This is an optimization exercise on Yosys and OpenROAD, whose aim is small area, not a production implementation. The RTL was checked by simulation tests, not by an equivalence proof against the original design. Power is estimated from default activity; no workload was simulated.

==> flow/design.v <==
package chacha20_pkg;
    localparam int WORD_W          = 32;
    localparam int WORDS_PER_BLOCK = 16;
    localparam int BLOCK_W         = WORD_W * WORDS_PER_BLOCK;
endpackage
import chacha20_pkg::*;
module chacha20_bit_select
(
    input  logic load,
    input  logic d,
    input  logic shift,
    input  logic s,
    input  logic hold,
    input  logic q,
    output logic y
);
    assign y = (load & d) | (shift & s) | (hold & q);
endmodule
module chacha20_word_deserializer
(
    input  logic               clk,
    input  logic               load,
    input  logic               shift,
    input  logic               hold,
    input  logic [BLOCK_W-1:0] d,
    input  logic [WORD_W-1:0]  din,
    output logic [BLOCK_W-1:0] q
);
    logic [BLOCK_W-1:0] shifted;
    logic [BLOCK_W-1:0] q_next;
    assign shifted = {din, q[BLOCK_W-1:WORD_W]};
    for (genvar i = 0; i < BLOCK_W; i++) begin : g_bit
        chacha20_bit_select u_sel (
            .load  (load),
            .d     (d[i]),
            .shift (shift),
            .s     (shifted[i]),
            .hold  (hold),
            .q     (q[i]),
            .y     (q_next[i])
        );
    end
    always_ff @(posedge clk) begin
        q <= q_next;
    end
endmodule
import chacha20_pkg::*;
module chacha20_stream_host
#(
    parameter int TIMEOUT_CYCLES = 1024,
    parameter int CNT_W          = 16
) (
    input  logic               clk,
    input  logic               rst,
    input  logic               blk_valid,
    output logic               blk_ready,
    input  logic [BLOCK_W-1:0] blk_data,
    output logic               res_valid,
    input  logic               res_ready,
    output logic [BLOCK_W-1:0] res_data,
    output logic               res_timeout,
    output logic               ws_start,
    output logic [WORD_W-1:0]  ws_data,
    input  logic [WORD_W-1:0]  ws_result,
    input  logic               ws_done,
    output logic               busy
);
    localparam int          TOTAL_W   = 10;   
    localparam logic [TOTAL_W-1:0] SEND_LAST = 10'd145;
    logic               b, p1, p0, rt;
    logic [TOTAL_W-1:0] cnt;
    logic               last;
    logic               st_start, st_send, st_wait, st_hold, st_ready;
    logic               load, shift, hold;
    assign st_ready = !b && p0;
    assign st_start = b && !p1 && !p0;
    assign st_send  = b && !p1 && p0;
    assign st_wait  = b && p1 && p0;
    assign st_hold  = b && p1 && !p0;
    assign last     = (cnt == SEND_LAST);
    assign blk_ready   = st_ready;
    assign ws_start    = st_start;
    assign busy        = b;
    assign res_valid   = st_hold;
    assign res_timeout = rt;
    assign load  = st_ready && blk_valid;
    assign shift = st_send || (st_wait && (ws_done || !last));
    assign hold  = b && !p0;
    chacha20_word_deserializer u_deser (
        .clk   (clk),
        .load  (load),
        .shift (shift),
        .hold  (hold),
        .d     (blk_data),
        .din   (ws_result),
        .q     (res_data)
    );
    assign ws_data = res_data[WORD_W-1:0];
    logic cnt_fb;
    assign cnt_fb = cnt[9] ^ cnt[6] ^ (cnt[8:0] == 9'd0);
    always_ff @(posedge clk) begin
        cnt <= st_start ? '0 : {cnt[8:0], cnt_fb};
    end
    always_ff @(posedge clk or posedge rst) begin
        if (rst) begin
            b  <= 1'b0;
            p1 <= 1'b0;
            p0 <= 1'b0;
            rt <= 1'b0;
        end else begin
            if (!b) begin
                if (!p0) begin
                    p0 <= 1'b1;
                end else if (blk_valid) begin
                    b  <= 1'b1;
                    p0 <= 1'b0;
                end
            end else begin
                case ({p1, p0})
                    2'b00: p0 <= 1'b1;
                    2'b01: if (last) p1 <= 1'b1;
                    2'b11: begin
                        if (ws_done || last) begin
                            p0 <= 1'b0;
                            rt <= !ws_done;
                        end
                    end
                    default: begin
                        if (res_ready) begin
                            b  <= 1'b0;
                            p1 <= 1'b0;
                            rt <= 1'b0;
                        end
                    end
                endcase
            end
        end
    end
endmodule
==> flow/config.mk <==
export PLATFORM = sky130hd
export DESIGN_NAME = chacha20_stream_host
export DESIGN_NICKNAME = chacha20_stream_host
export VERILOG_FILES = /design/flow/design.v
export SDC_FILE = /design/flow/constraint.sdc
export NUM_CORES = 4
export LEC_CHECK = 0
export CAP_MARGIN = 20
export CORE_AREA = 4 4 316 316
export CTS_BUF_LIST = sky130_fd_sc_hd__clkbuf_8
export DIE_AREA = 0 0 320 320
export SLEW_MARGIN = 20
export SYNTH_HIERARCHICAL = 1
==> flow/constraint.sdc <==
create_clock -name core_clock -period 5.0 [get_ports {clk}]
set_input_delay 1.0000 -clock core_clock [delete_from_list [all_inputs] [get_ports {clk}]]
set_output_delay 1.0000 -clock core_clock [all_outputs]
set_load 0.01 [all_outputs]
standard.sh (not shown) runs the stock make flow with config.mk's settings and CLKGATE_MAP_FILE= SYNTH_SCRIPT=/design/flow/synth_recipe.tcl, a recipe that flattens the netlist after the stock synthesis.
==> flow/flow/run.sh <==
#!/bin/bash
# The standard layout (the standard.sh: standard synthesis and ORFS steps),
# with two changes:
#  - ports are buffered with the smallest buffer, sky130_fd_sc_hd__buf_1,
#    instead of the one buffer_ports picks by default;
#  - clock tree synthesis inserts no dummy loads.
# The make output goes to flow_make.log; each ORFS step writes its own log
# under orfs/logs/.
set -euo pipefail
bash standard.sh \
  "BUFFER_PORTS_ARGS=-buffer_cell sky130_fd_sc_hd__buf_1" \
  "CTS_ARGS=-sink_clustering_enable -repair_clock_nets -dont_use_dummy_load" \
  finish > flow_make.log 2>&1
The first run finished with timing, DRC and antenna clean.
Then changed:
--- a/flow/flow/run.sh
+++ b/flow/flow/run.sh
@@ -5,3 +5,4 @@
 #    instead of the one buffer_ports picks by default;
-#  - clock tree synthesis inserts no dummy loads.
+#  - clock tree synthesis uses sky130_fd_sc_hd__clkbuf_8, clusters of up to
+#    20 sinks within 60 um, and inserts no dummy loads.
 # The make output goes to flow_make.log; each ORFS step writes its own log
@@ -11,3 +12,3 @@
   "BUFFER_PORTS_ARGS=-buffer_cell sky130_fd_sc_hd__buf_1" \
-  "CTS_ARGS=-sink_clustering_enable -repair_clock_nets -dont_use_dummy_load" \
+  "CTS_ARGS=-sink_clustering_enable -repair_clock_nets -dont_use_dummy_load -buf_list sky130_fd_sc_hd__clkbuf_8 -sink_clustering_size 20 -sink_clustering_max_diameter 60" \
   finish > flow_make.log 2>&1
- CORE_AREA: 4 4 316 316 -> 4 4 396 396
- CTS_BUF_LIST: sky130_fd_sc_hd__clkbuf_8 -> default
- DIE_AREA: 0 0 320 320 -> 0 0 400 400
Effect:
- power drops by 6.6%
- non-clock buffer count climbs by 6
- cell count climbs by 18%
- first-iteration DRC count climbs by 10%

Another version of the RTL of chacha20_stream_host (not shown whole).
Size in the first run: roughly 1600 cells after synthesis, about 530 flip-flops, roughly 18000 um2 of cells after synthesis.
==> flow/config.mk <==
export PLATFORM = sky130hd
export DESIGN_NAME = chacha20_stream_host
export DESIGN_NICKNAME = chacha20_stream_host
export VERILOG_FILES = /design/flow/design.v
export SDC_FILE = /design/flow/constraint.sdc
export NUM_CORES = 4
export LEC_CHECK = 0
export CAP_MARGIN = 20
export CORE_AREA = 4 4 396 396
export DIE_AREA = 0 0 400 400
export SLEW_MARGIN = 20
export SYNTH_HIERARCHICAL = 1
==> flow/constraint.sdc <==
create_clock -name core_clock -period 5.0 [get_ports {clk}]
set_input_delay 1.0000 -clock core_clock [delete_from_list [all_inputs] [get_ports {clk}]]
set_output_delay 1.0000 -clock core_clock [all_outputs]
set_load 0.01 [all_outputs]
==> flow/flow/run.sh <==
#!/bin/bash
# The standard layout (the standard.sh: standard synthesis and ORFS steps),
# with two changes:
#  - ports are buffered with the smallest buffer, sky130_fd_sc_hd__buf_1,
#    instead of the one buffer_ports picks by default;
#  - clock tree synthesis: sky130_fd_sc_hd__clkbuf_16 at the root and in the
#    tree, sky130_fd_sc_hd__clkbuf_8 at the leaves, clusters of up to 16
#    sinks within 50 um, and no dummy loads.
# The make output goes to flow_make.log; each ORFS step writes its own log
# under orfs/logs/.
set -euo pipefail
bash standard.sh \
  "BUFFER_PORTS_ARGS=-buffer_cell sky130_fd_sc_hd__buf_1" \
  "CTS_ARGS=-sink_clustering_enable -repair_clock_nets -dont_use_dummy_load -buf_list sky130_fd_sc_hd__clkbuf_8 -root_buf sky130_fd_sc_hd__clkbuf_16 -tree_buf sky130_fd_sc_hd__clkbuf_16 -sink_clustering_size 16 -sink_clustering_max_diameter 50" \
  finish > flow_make.log 2>&1
==> next run, changes <==
PLACE_DENSITY = 0.8   (was unset)
Outcome: The changed run went through all stages and came out clean; clock power went down by 11%; via count rose by 0.81%; worst setup slack loses 96 ps; total power drops by 1.6%; sequential share of layout area went up by 0.42 points; combinational power is about the same; fmax shrinks by 2.8%; die area does not change; global-route usage decreases by 0.17 points.
==> next run, changes <==
==> flow/flow/run.sh (replaced) <==
#!/bin/bash
# The standard layout (the standard.sh: standard synthesis and ORFS steps),
# with two changes:
#  - ports are buffered with the smallest buffer, sky130_fd_sc_hd__buf_1,
#    instead of the one buffer_ports picks by default;
#  - clock tree synthesis: sky130_fd_sc_hd__clkbuf_16 at the root and in the
#    tree, sky130_fd_sc_hd__clkbuf_8 at the leaves, clusters of up to 16
#    sinks within 60 um, and no dummy loads.
# The make output goes to flow_make.log; each ORFS step writes its own log
# under orfs/logs/.
set -euo pipefail
bash standard.sh \
  "BUFFER_PORTS_ARGS=-buffer_cell sky130_fd_sc_hd__buf_1" \
  "CTS_ARGS=-sink_clustering_enable -repair_clock_nets -dont_use_dummy_load -buf_list sky130_fd_sc_hd__clkbuf_8 -root_buf sky130_fd_sc_hd__clkbuf_16 -tree_buf sky130_fd_sc_hd__clkbuf_16 -sink_clustering_size 16 -sink_clustering_max_diameter 60" \
  finish > flow_make.log 2>&1
The changed run completed with no timing, DRC or antenna violations.
Flip-flop and latch count stays the same.
Fmax went down by 1.4%.
Worst setup slack is worse by 48 ps.
Final area drops by about 0.4%.
Total power fell by about 0.9%.
Cell count barely changes.
Core utilization is about the same.
Wire length falls by 0.32%.
Area after synthesis does not change.
Die area does not change.
Worst hold slack is about the same.

Setup of run 1:
chacha20_stream_host, a different RTL version from the one above (not shown whole).
For scale: roughly 1700 cells after synthesis, roughly 530 flip-flops, about 1100 I/O pins, about 0.018 mm² of cells after synthesis.
// chacha20_stream_host
module chacha20_stream_host
#(
    parameter int TIMEOUT_CYCLES = 1024,
    parameter int CNT_W          = 16
) (
    input  logic               clk,
    input  logic               rst,
    input  logic               blk_valid,
    output logic               blk_ready,
    input  logic [BLOCK_W-1:0] blk_data,
    output logic               res_valid,
    input  logic               res_ready,
    output logic [BLOCK_W-1:0] res_data,
    output logic               res_timeout,
    output logic               ws_start,
    output logic [WORD_W-1:0]  ws_data,
    input  logic [WORD_W-1:0]  ws_result,
    input  logic               ws_done,
    output logic               busy
);
clock: 5.0 ns
lec_check: 0
cap_margin: 20
core_area: 4 4 386 386
die_area: 0 0 390 390
slew_margin: 20
synth_hierarchical: 1
==> flow/flow/run.sh <==
#!/bin/bash
# The standard layout (the standard.sh: standard synthesis and ORFS steps),
# with two changes:
#  - ports are buffered with the smallest buffer, sky130_fd_sc_hd__buf_1,
#    instead of the one buffer_ports picks by default;
#  - clock tree synthesis inserts no dummy loads.
# The make output goes to flow_make.log; each ORFS step writes its own log
# under orfs/logs/.
set -euo pipefail
bash standard.sh \
  "BUFFER_PORTS_ARGS=-buffer_cell sky130_fd_sc_hd__buf_1" \
  "CTS_ARGS=-sink_clustering_enable -repair_clock_nets -dont_use_dummy_load" \
  finish > flow_make.log 2>&1
diff inputs: run 1 => run 2
==> flow/run.sh (new file) <==
#!/bin/bash
# synth_recipe.tcl (not shown) runs the flow's synth.tcl, then flattens the netlist and writes it again
# the make line also repeats each setting of config.mk as NAME=value (left out here)
make -C /OpenROAD-flow-scripts/flow DESIGN_CONFIG=/design/flow/config.mk WORK_HOME=/design/flow/orfs CLKGATE_MAP_FILE= SYNTH_SCRIPT=/design/flow/synth_recipe.tcl finish
removed: flow/flow/run.sh
removed: flow/standard.sh
The estimated power of run 2 ends up higher than the estimate for run 1.
Summary of run 2 over run 1: via total after detailed routing climbed 138; number of nets in the layout barely changed.
Run 2 vs. run 1: routed wire length grew by 3.7%; portion of the layout cell area used by non-clock buffers went up; non-clock buffer count has decreased; maximum clock skew at final layout lost 0.014 ns; synthesis-to-finish area growth rose 40 points.

[static timing again, ports no longer ideal]
How much do the figures lean on ideal ports? The routed layouts below were timed once more, with nothing changed but the port constraints. Step 1: set_driving_cell puts a clkbuf_16 on clk and a buf_2 on each other input, an assumption about the parent block. Step 2, shift: input delay + t, output delay - t, t = (earliest + latest rising clock arrival at the registers) / 2. This alone moves slack from input paths to output paths. a / b / c = no drivers / after step 1 / after step 2; a / b = the first two.
run | t, ns | slack for setup (ns) | latest minus earliest clock arrival (ns)
the first run of note 1 | 0.666 | 2.136 / 2.066 / 2.090 | 0.067 / 0.066
the second run of note 1 | 0.730 | 1.972 / 1.916 / 1.799 | 0.118 / 0.117
the first run of note 2 | 0.625 | 1.666 / 1.606 / 1.889 | 0.104 / 0.105
the second run of note 2 | 0.626 | 1.569 / 1.513 / 1.894 | 0.098 / 0.098
the third run of note 2 | 0.625 | 1.521 / 1.465 / 1.894 | 0.076 / 0.076
run 1 | 0.691 | 1.622 / 1.557 / 1.904 | 0.035 / 0.035
run 2 | 0.704 | 1.170 / 1.105 / 1.682 | 0.028 / 0.028
After both steps setup and hold are still met in every run listed. The setup slack of the second run of note 1, which loses most, moves by -0.056 ns with the drivers and by -0.173 ns with both steps.
